Context: an optimization exercise on an open-source flow, tuned for small area. The choices shown serve that exercise and are no tape-out recipe. Where RTL was checked, it was by simulation tests only, not by an equivalence proof against the original.

==> inputs of job 274 <==
==> flow/design.v (excerpt) <==
module sin_cos #(
    parameter int Width = 16
) (
    input  logic                    clk,
    input  logic                    rst,
    input  logic                    phase_valid,
    input  logic signed [Width-1:0] phase,
    output logic                    sin_cos_valid,
    output logic signed [Width-1:0] cos,
    output logic signed [Width-1:0] sin
);
==> flow/config.mk <==
export PLATFORM = sky130hd
export DESIGN_NAME = sin_cos
export DESIGN_NICKNAME = sin_cos
export VERILOG_FILES = /design/flow/design.v
export SDC_FILE = /design/flow/constraint.sdc
export NUM_CORES = 4
export LEC_CHECK = 0
export CAP_MARGIN = 20
export CORE_MARGIN = 2
export CORE_UTILIZATION = 55
export CTS_CLUSTER_DIAMETER = 60
export CTS_CLUSTER_SIZE = 20
export SLEW_MARGIN = 20
==> flow/constraint.sdc <==
create_clock -name core_clock -period 4.5 [get_ports {clk}]
set_input_delay 0.9000 -clock core_clock [delete_from_list [all_inputs] [get_ports {clk}]]
set_output_delay 0.9000 -clock core_clock [all_outputs]
set_load 0.01 [all_outputs]
run.sh (not shown) runs the stock make flow with config.mk's settings and CLKGATE_MAP_FILE= SYNTH_SCRIPT=/design/flow/synth_recipe.tcl, a recipe that flattens the netlist after the stock synthesis.
==> job 7798: changes against job 274 <==
--- a/flow/design.v
+++ b/flow/design.v
@@ -70,42 +70,16 @@
         round_neg = s[19:4];
     endfunction
     function automatic logic [15:0] last_round(input logic [19:0] a, input logic [19:0] b,
                                                input logic sub, input logic neg);
         logic [19:0] s;
         s = (a ^ {20{neg}}) + (b ^ {20{sub ^ neg}}) + {16'd0, 1'b1, 1'b0, neg & ~sub, sub};
         last_round = s[19:4];
     endfunction
-    function automatic logic [19:0] add_hy4(input logic [19:0] a, input logic [19:0] b,
-                                            input logic sub);
-        logic [19:0] bb, p, g, gg, pp;
-        logic [20:0] c;
-        bb = b ^ {20{sub}};
-        p  = a ^ bb;
-        g  = a & bb;
-        c[0] = sub;
-        for (int j = 0; j < 4; j++) c[j+1] = g[j] | (p[j] & c[j]);
-        gg = g;
-        pp = p;
-        for (int l = 1; l < 20 - 4; l = l * 2) begin
-            for (int r = 2 * l - 1; r < 20 - 4; r = r + 2 * l) begin
-                gg[r+4] = gg[r+4] | (pp[r+4] & gg[r+4-l]);
-                pp[r+4] = pp[r+4] & pp[r+4-l];
-            end
-        end
-        for (int l = 8; l >= 1; l = l / 2) begin
-            for (int r = 3 * l - 1; r < 20 - 4; r = r + 2 * l) begin
-                gg[r+4] = gg[r+4] | (pp[r+4] & gg[r+4-l]);
-                pp[r+4] = pp[r+4] & pp[r+4-l];
-            end
-        end
-        for (int j = 4; j < 20; j++) c[j+1] = gg[j] | (pp[j] & c[4]);
-        add_hy4 = p ^ c[19:0];
-    endfunction
     logic [0:0] fold;
     logic [0:0] s0;
     logic [0:0] s1;
     logic [16:0] c2;
     logic [16:0] z2;
     logic [16:0] z2_q1;
     logic [0:0] s2;
     logic [0:0] s3;
@@ -237,30 +211,30 @@
     assign c6[7] = (zb_ge3 ^ zb_ge7 ^ zb_ge11);
     assign c6[8] = ~(zb_ge7);
     assign c6[9] = zb_ge7;
     assign c6[10] = ~(zb_ge7);
     assign c6[11] = ~(zb_ge7);
     assign c6[12] = zb_ge7;
     assign z6 = z2_q1[12:0] + c6;
     assign {x6, y6} = XY_TABLE[{s5, s4, s3, s2, s1_q1, s0_q1} * 40 +: 40];
-    assign x7 = add_hy4(x6_q2, $signed(y6_q2) >>> 6, ~z6_q2[12]);
-    assign y7 = add_hy4(y6_q2, $signed(x6_q2) >>> 6, z6_q2[12]);
-    assign x8 = add_hy4(x7_q3, $signed(y7_q3) >>> 7, z6_q3[11]);
-    assign y8 = add_hy4(y7_q3, $signed(x7_q3) >>> 7, ~z6_q3[11]);
-    assign x9 = add_hy4(x8_q4, $signed(y8_q4) >>> 8, z6_q4[10]);
-    assign y9 = add_hy4(y8_q4, $signed(x8_q4) >>> 8, ~z6_q4[10]);
-    assign x10 = add_hy4(x9_q5, $signed(y9_q5) >>> 9, z6_q5[9]);
-    assign y10 = add_hy4(y9_q5, $signed(x9_q5) >>> 9, ~z6_q5[9]);
-    assign x11 = add_hy4(x10_q6, $signed(y10_q6) >>> 10, z6_q6[8]);
-    assign y11 = add_hy4(y10_q6, $signed(x10_q6) >>> 10, ~z6_q6[8]);
-    assign x12 = add_hy4(x11_q7, $signed(y11_q7) >>> 11, z6_q7[7]);
-    assign y12 = add_hy4(y11_q7, $signed(x11_q7) >>> 11, ~z6_q7[7]);
-    assign x13 = add_hy4(x12_q8, $signed(y12_q8) >>> 12, z6_q8[6]);
-    assign y13 = add_hy4(y12_q8, $signed(x12_q8) >>> 12, ~z6_q8[6]);
+    assign x7 = add_bk(x6_q2, $signed(y6_q2) >>> 6, ~z6_q2[12]);
+    assign y7 = add_bk(y6_q2, $signed(x6_q2) >>> 6, z6_q2[12]);
+    assign x8 = add_bk(x7_q3, $signed(y7_q3) >>> 7, z6_q3[11]);
+    assign y8 = add_bk(y7_q3, $signed(x7_q3) >>> 7, ~z6_q3[11]);
+    assign x9 = add_bk(x8_q4, $signed(y8_q4) >>> 8, z6_q4[10]);
+    assign y9 = add_bk(y8_q4, $signed(x8_q4) >>> 8, ~z6_q4[10]);
+    assign x10 = add_bk(x9_q5, $signed(y9_q5) >>> 9, z6_q5[9]);
+    assign y10 = add_bk(y9_q5, $signed(x9_q5) >>> 9, ~z6_q5[9]);
+    assign x11 = add_bk(x10_q6, $signed(y10_q6) >>> 10, z6_q6[8]);
+    assign y11 = add_bk(y10_q6, $signed(x10_q6) >>> 10, ~z6_q6[8]);
+    assign x12 = add_bk(x11_q7, $signed(y11_q7) >>> 11, z6_q7[7]);
+    assign y12 = add_bk(y11_q7, $signed(x11_q7) >>> 11, ~z6_q7[7]);
+    assign x13 = add_bk(x12_q8, $signed(y12_q8) >>> 12, z6_q8[6]);
+    assign y13 = add_bk(y12_q8, $signed(x12_q8) >>> 12, ~z6_q8[6]);
     assign cos_r = last_round(x13_q9, $signed(y13_q9) >>> 13, z6_q9[5], fold_q9);
     assign sin_r = last_round(y13_q9, $signed(x13_q9) >>> 13, ~z6_q9[5], fold_q9);
     always_ff @(posedge clk) begin
         z2_q1 <= z2;
         s0_q1 <= s0;
         s1_q1 <= s1;
         z6_q2 <= z6;
         x6_q2 <= x6;
Settings changed: CORE_UTILIZATION 55 to 40, CTS_CLUSTER_DIAMETER 60 to default, CTS_CLUSTER_SIZE 20 to default.
==> job 1985: changes against job 274 <==
Settings changed: CORE_UTILIZATION 55 to 70, PLACE_DENSITY from default to 0.75.
==> job 6529: changes against job 274 <==
--- a/flow/design.v
+++ b/flow/design.v
@@ -64,48 +64,16 @@
         end
         add_la = p ^ c[19:0];
     endfunction
     function automatic logic [15:0] round_neg(input logic [19:0] v, input logic neg);
         logic [19:0] s;
         s = (v ^ {20{neg}}) + {16'd0, 1'b1, 2'b00, neg};
         round_neg = s[19:4];
     endfunction
-    function automatic logic [15:0] last_round(input logic [19:0] a, input logic [19:0] b,
-                                               input logic sub, input logic neg);
-        logic [19:0] s;
-        s = (a ^ {20{neg}}) + (b ^ {20{sub ^ neg}}) + {16'd0, 1'b1, 1'b0, neg & ~sub, sub};
-        last_round = s[19:4];
-    endfunction
-    function automatic logic [19:0] add_hy4(input logic [19:0] a, input logic [19:0] b,
-                                            input logic sub);
-        logic [19:0] bb, p, g, gg, pp;
-        logic [20:0] c;
-        bb = b ^ {20{sub}};
-        p  = a ^ bb;
-        g  = a & bb;
-        c[0] = sub;
-        for (int j = 0; j < 4; j++) c[j+1] = g[j] | (p[j] & c[j]);
-        gg = g;
-        pp = p;
-        for (int l = 1; l < 20 - 4; l = l * 2) begin
-            for (int r = 2 * l - 1; r < 20 - 4; r = r + 2 * l) begin
-                gg[r+4] = gg[r+4] | (pp[r+4] & gg[r+4-l]);
-                pp[r+4] = pp[r+4] & pp[r+4-l];
-            end
-        end
-        for (int l = 8; l >= 1; l = l / 2) begin
-            for (int r = 3 * l - 1; r < 20 - 4; r = r + 2 * l) begin
-                gg[r+4] = gg[r+4] | (pp[r+4] & gg[r+4-l]);
-                pp[r+4] = pp[r+4] & pp[r+4-l];
-            end
-        end
-        for (int j = 4; j < 20; j++) c[j+1] = gg[j] | (pp[j] & c[4]);
-        add_hy4 = p ^ c[19:0];
-    endfunction
     logic [0:0] fold;
     logic [0:0] s0;
     logic [0:0] s1;
     logic [16:0] c2;
     logic [16:0] z2;
     logic [16:0] z2_q1;
     logic [0:0] s2;
     logic [0:0] s3;
@@ -149,38 +117,44 @@
     logic [19:0] x12;
     logic [19:0] y12;
     logic [12:0] z6_q8;
     logic [19:0] x12_q8;
     logic [19:0] y12_q8;
     logic [19:0] x13;
     logic [19:0] y13;
     logic [12:0] z6_q9;
+    logic [19:0] x13_q9;
+    logic [19:0] y13_q9;
+    logic [19:0] x14;
+    logic [19:0] y14;
     logic [0:0] fold_q1;
     logic [0:0] fold_q2;
     logic [0:0] fold_q3;
     logic [0:0] fold_q4;
     logic [0:0] fold_q5;
     logic [0:0] fold_q6;
     logic [0:0] fold_q7;
     logic [0:0] fold_q8;
     logic [0:0] fold_q9;
-    logic [19:0] x13_q9;
-    logic [19:0] y13_q9;
+    logic [0:0] fold_q10;
+    logic [19:0] x14_q10;
+    logic [19:0] y14_q10;
     logic [15:0] cos_r;
     logic [15:0] sin_r;
     logic v1;
     logic v2;
     logic v3;
     logic v4;
     logic v5;
     logic v6;
     logic v7;
     logic v8;
     logic v9;
+    logic v10;
     wire pa_ge0 = $signed(phase) >= -$signed(16'sd32169);
     wire pa_ge1 = $signed(phase) >= -$signed(16'sd25735);
     wire pa_ge2 = $signed(phase) >= -$signed(16'sd19301);
     wire pa_ge3 = $signed(phase) >= -$signed(16'sd12868);
     wire pa_ge4 = $signed(phase) >= -$signed(16'sd6434);
     wire pa_ge5 = $signed(phase) >= $signed(16'sd0);
     wire pa_ge6 = $signed(phase) >= $signed(16'sd6434);
     wire pa_ge7 = $signed(phase) >= $signed(16'sd12869);
@@ -237,32 +211,34 @@
     assign c6[7] = (zb_ge3 ^ zb_ge7 ^ zb_ge11);
     assign c6[8] = ~(zb_ge7);
     assign c6[9] = zb_ge7;
     assign c6[10] = ~(zb_ge7);
     assign c6[11] = ~(zb_ge7);
     assign c6[12] = zb_ge7;
     assign z6 = z2_q1[12:0] + c6;
     assign {x6, y6} = XY_TABLE[{s5, s4, s3, s2, s1_q1, s0_q1} * 40 +: 40];
-    assign x7 = add_hy4(x6_q2, $signed(y6_q2) >>> 6, ~z6_q2[12]);
-    assign y7 = add_hy4(y6_q2, $signed(x6_q2) >>> 6, z6_q2[12]);
-    assign x8 = add_hy4(x7_q3, $signed(y7_q3) >>> 7, z6_q3[11]);
-    assign y8 = add_hy4(y7_q3, $signed(x7_q3) >>> 7, ~z6_q3[11]);
-    assign x9 = add_hy4(x8_q4, $signed(y8_q4) >>> 8, z6_q4[10]);
-    assign y9 = add_hy4(y8_q4, $signed(x8_q4) >>> 8, ~z6_q4[10]);
-    assign x10 = add_hy4(x9_q5, $signed(y9_q5) >>> 9, z6_q5[9]);
-    assign y10 = add_hy4(y9_q5, $signed(x9_q5) >>> 9, ~z6_q5[9]);
-    assign x11 = add_hy4(x10_q6, $signed(y10_q6) >>> 10, z6_q6[8]);
-    assign y11 = add_hy4(y10_q6, $signed(x10_q6) >>> 10, ~z6_q6[8]);
-    assign x12 = add_hy4(x11_q7, $signed(y11_q7) >>> 11, z6_q7[7]);
-    assign y12 = add_hy4(y11_q7, $signed(x11_q7) >>> 11, ~z6_q7[7]);
-    assign x13 = add_hy4(x12_q8, $signed(y12_q8) >>> 12, z6_q8[6]);
-    assign y13 = add_hy4(y12_q8, $signed(x12_q8) >>> 12, ~z6_q8[6]);
-    assign cos_r = last_round(x13_q9, $signed(y13_q9) >>> 13, z6_q9[5], fold_q9);
-    assign sin_r = last_round(y13_q9, $signed(x13_q9) >>> 13, ~z6_q9[5], fold_q9);
+    assign x7 = add_bk(x6_q2, $signed(y6_q2) >>> 6, ~z6_q2[12]);
+    assign y7 = add_bk(y6_q2, $signed(x6_q2) >>> 6, z6_q2[12]);
+    assign x8 = add_bk(x7_q3, $signed(y7_q3) >>> 7, z6_q3[11]);
+    assign y8 = add_bk(y7_q3, $signed(x7_q3) >>> 7, ~z6_q3[11]);
+    assign x9 = add_bk(x8_q4, $signed(y8_q4) >>> 8, z6_q4[10]);
+    assign y9 = add_bk(y8_q4, $signed(x8_q4) >>> 8, ~z6_q4[10]);
+    assign x10 = add_bk(x9_q5, $signed(y9_q5) >>> 9, z6_q5[9]);
+    assign y10 = add_bk(y9_q5, $signed(x9_q5) >>> 9, ~z6_q5[9]);
+    assign x11 = add_bk(x10_q6, $signed(y10_q6) >>> 10, z6_q6[8]);
+    assign y11 = add_bk(y10_q6, $signed(x10_q6) >>> 10, ~z6_q6[8]);
+    assign x12 = add_bk(x11_q7, $signed(y11_q7) >>> 11, z6_q7[7]);
+    assign y12 = add_bk(y11_q7, $signed(x11_q7) >>> 11, ~z6_q7[7]);
+    assign x13 = add_bk(x12_q8, $signed(y12_q8) >>> 12, z6_q8[6]);
+    assign y13 = add_bk(y12_q8, $signed(x12_q8) >>> 12, ~z6_q8[6]);
+    assign x14 = add_bk(x13_q9, $signed(y13_q9) >>> 13, z6_q9[5]);
+    assign y14 = add_bk(y13_q9, $signed(x13_q9) >>> 13, ~z6_q9[5]);
+    assign cos_r = round_neg(x14_q10, fold_q10);
+    assign sin_r = round_neg(y14_q10, fold_q10);
     always_ff @(posedge clk) begin
         z2_q1 <= z2;
         s0_q1 <= s0;
         s1_q1 <= s1;
         z6_q2 <= z6;
         x6_q2 <= x6;
         y6_q2 <= y6;
         z6_q3 <= z6_q2;
@@ -279,48 +255,53 @@
         y10_q6 <= y10;
         z6_q7 <= z6_q6;
         x11_q7 <= x11;
         y11_q7 <= y11;
         z6_q8 <= z6_q7;
         x12_q8 <= x12;
         y12_q8 <= y12;
         z6_q9 <= z6_q8;
+        x13_q9 <= x13;
+        y13_q9 <= y13;
         fold_q1 <= fold;
         fold_q2 <= fold_q1;
         fold_q3 <= fold_q2;
         fold_q4 <= fold_q3;
         fold_q5 <= fold_q4;
         fold_q6 <= fold_q5;
         fold_q7 <= fold_q6;
         fold_q8 <= fold_q7;
         fold_q9 <= fold_q8;
-        x13_q9 <= x13;
-        y13_q9 <= y13;
+        fold_q10 <= fold_q9;
+        x14_q10 <= x14;
+        y14_q10 <= y14;
         cos <= cos_r;
         sin <= sin_r;
     end
     always_ff @(posedge clk) begin
         if (rst) begin
             v1 <= 1'b0;
             v2 <= 1'b0;
             v3 <= 1'b0;
             v4 <= 1'b0;
             v5 <= 1'b0;
             v6 <= 1'b0;
             v7 <= 1'b0;
             v8 <= 1'b0;
             v9 <= 1'b0;
+            v10 <= 1'b0;
             sin_cos_valid <= 1'b0;
         end else begin
             v1 <= phase_valid;
             v2 <= v1;
             v3 <= v2;
             v4 <= v3;
             v5 <= v4;
             v6 <= v5;
             v7 <= v6;
             v8 <= v7;
             v9 <= v8;
-            sin_cos_valid <= v9;
+            v10 <= v9;
+            sin_cos_valid <= v10;
         end
     end
 endmodule
Settings changed: CORE_UTILIZATION 55 to 40, CTS_CLUSTER_DIAMETER 60 to default, CTS_CLUSTER_SIZE 20 to default.
==> notes <==
Job 7798 finished with timing, DRC and antenna clean. Job 1985 aborted during 5_1_grt on GRT-0232. Job 274 completed with no timing, DRC or antenna violations. Job 6529 passed the timing, DRC and antenna checks. Between job 274 and job 6529, the lower critical path depth is in job 6529 (gap 2). The highest non-clock buffer count belongs to job 274, the lowest to job 6529. The highest clock-buffer cell count belongs to job 6529, the lowest to job 274. Sequential share of layout area: job 274 > job 6529 > job 7798. The highest via count belongs to job 274, the lowest to job 7798. Between job 6529 and job 7798, the lower core utilization is in job 6529 (gap 0.66 points). Between job 6529 and job 7798, the lower synthesized area is in job 7798 (gap 4.3%, measured against job 7798). The lowest die area belongs to job 274, the highest to job 6529. Of job 7798 and job 274, job 7798 has the higher register-to-register slack (gap 90 ps).
==> figures <==
item	job 274	job 7798	job 1985	job 6529
Status	finished clean	finished clean	aborted with a tool error	finished clean
Last stage reached	-	-	5_1_grt	-
DRT Wirelength	74180 um	69300 um	-	68850 um
Detailed-routing iteration count for the pre-antenna-repair pass	7	6	-	6
Tap Cells	664	940	-	969
Routed length on met1	32160 um	30950 um	-	28350 um
Worst reg2reg setup slack	240 ps	330 ps	-	350 ps
Final-report hold violation count	0	0	-	0
Total buffers and inverters traversed by the critical path	3	1	-	1
Number of diodes	0	0	-	0
Inverter count of the layout excluding clock inverters	177	392	-	489
TritonCTS clock tree	built	built	-	built
Worst setup slack before clock tree synthesis	-828.8 ps	-732.3 ps	-894.8 ps	-575.3 ps
Share of cells above drive strength 1	9.813%	8.897%	-	8.767%
Fin worst setup slack	136.3 ps	170.8 ps	-	204.1 ps
Layout Cell Area excl Fill	30620 sq um	32780 sq um	-	34000 sq um
Max-cap violations	0	0	-	0
Capture point of the worst reg-to-reg path	sin[15]	sin[15]	-	z6_q2[11]
Clock transition at the registers of the reported paths	80 ps	60 ps	-	60 ps
Clock Network Area Fraction	3.265%	5.619%	-	5.383%
Post-layout min period	4364 ps	4329 ps	-	4296 ps
Post-route worst hold slack	324.2 ps	303.4 ps	-	321.6 ps
For job 274 and job 1985, only the layout was checked, not whether the RTL still works.

port drivers added, routing unchanged:
The results above use ideal ports. As a check the final layouts listed here were re-extracted and re-timed, cells and wires unchanged.
Step 1 assumes that a clkbuf_16 drives the clock port and a buf_2 every other input.
Step 2, shift: input delay + t, output delay - t, t = (earliest + latest rising clock arrival at the registers) / 2. This alone moves slack from input paths to output paths.
Three values: no drivers, after step 1, after step 2; two values: the first two.
run | t (ns) | setup WS [ns] | slew at the worst register clock pin (ns)
job 274 | 0.649 | 0.136 / 0.180 / -0.468 | 0.08 / 0.08
job 7798 | 0.657 | 0.171 / 0.210 / -0.447 | 0.07 / 0.07
job 6529 | 0.649 | 0.204 / 0.241 / -0.408 | 0.06 / 0.06
Met with ideal ports but missed after step 2: setup timing in every run listed. For job 7798, which loses most, drivers alone change the setup slack by +0.039 ns; drivers and shift together by -0.618 ns.
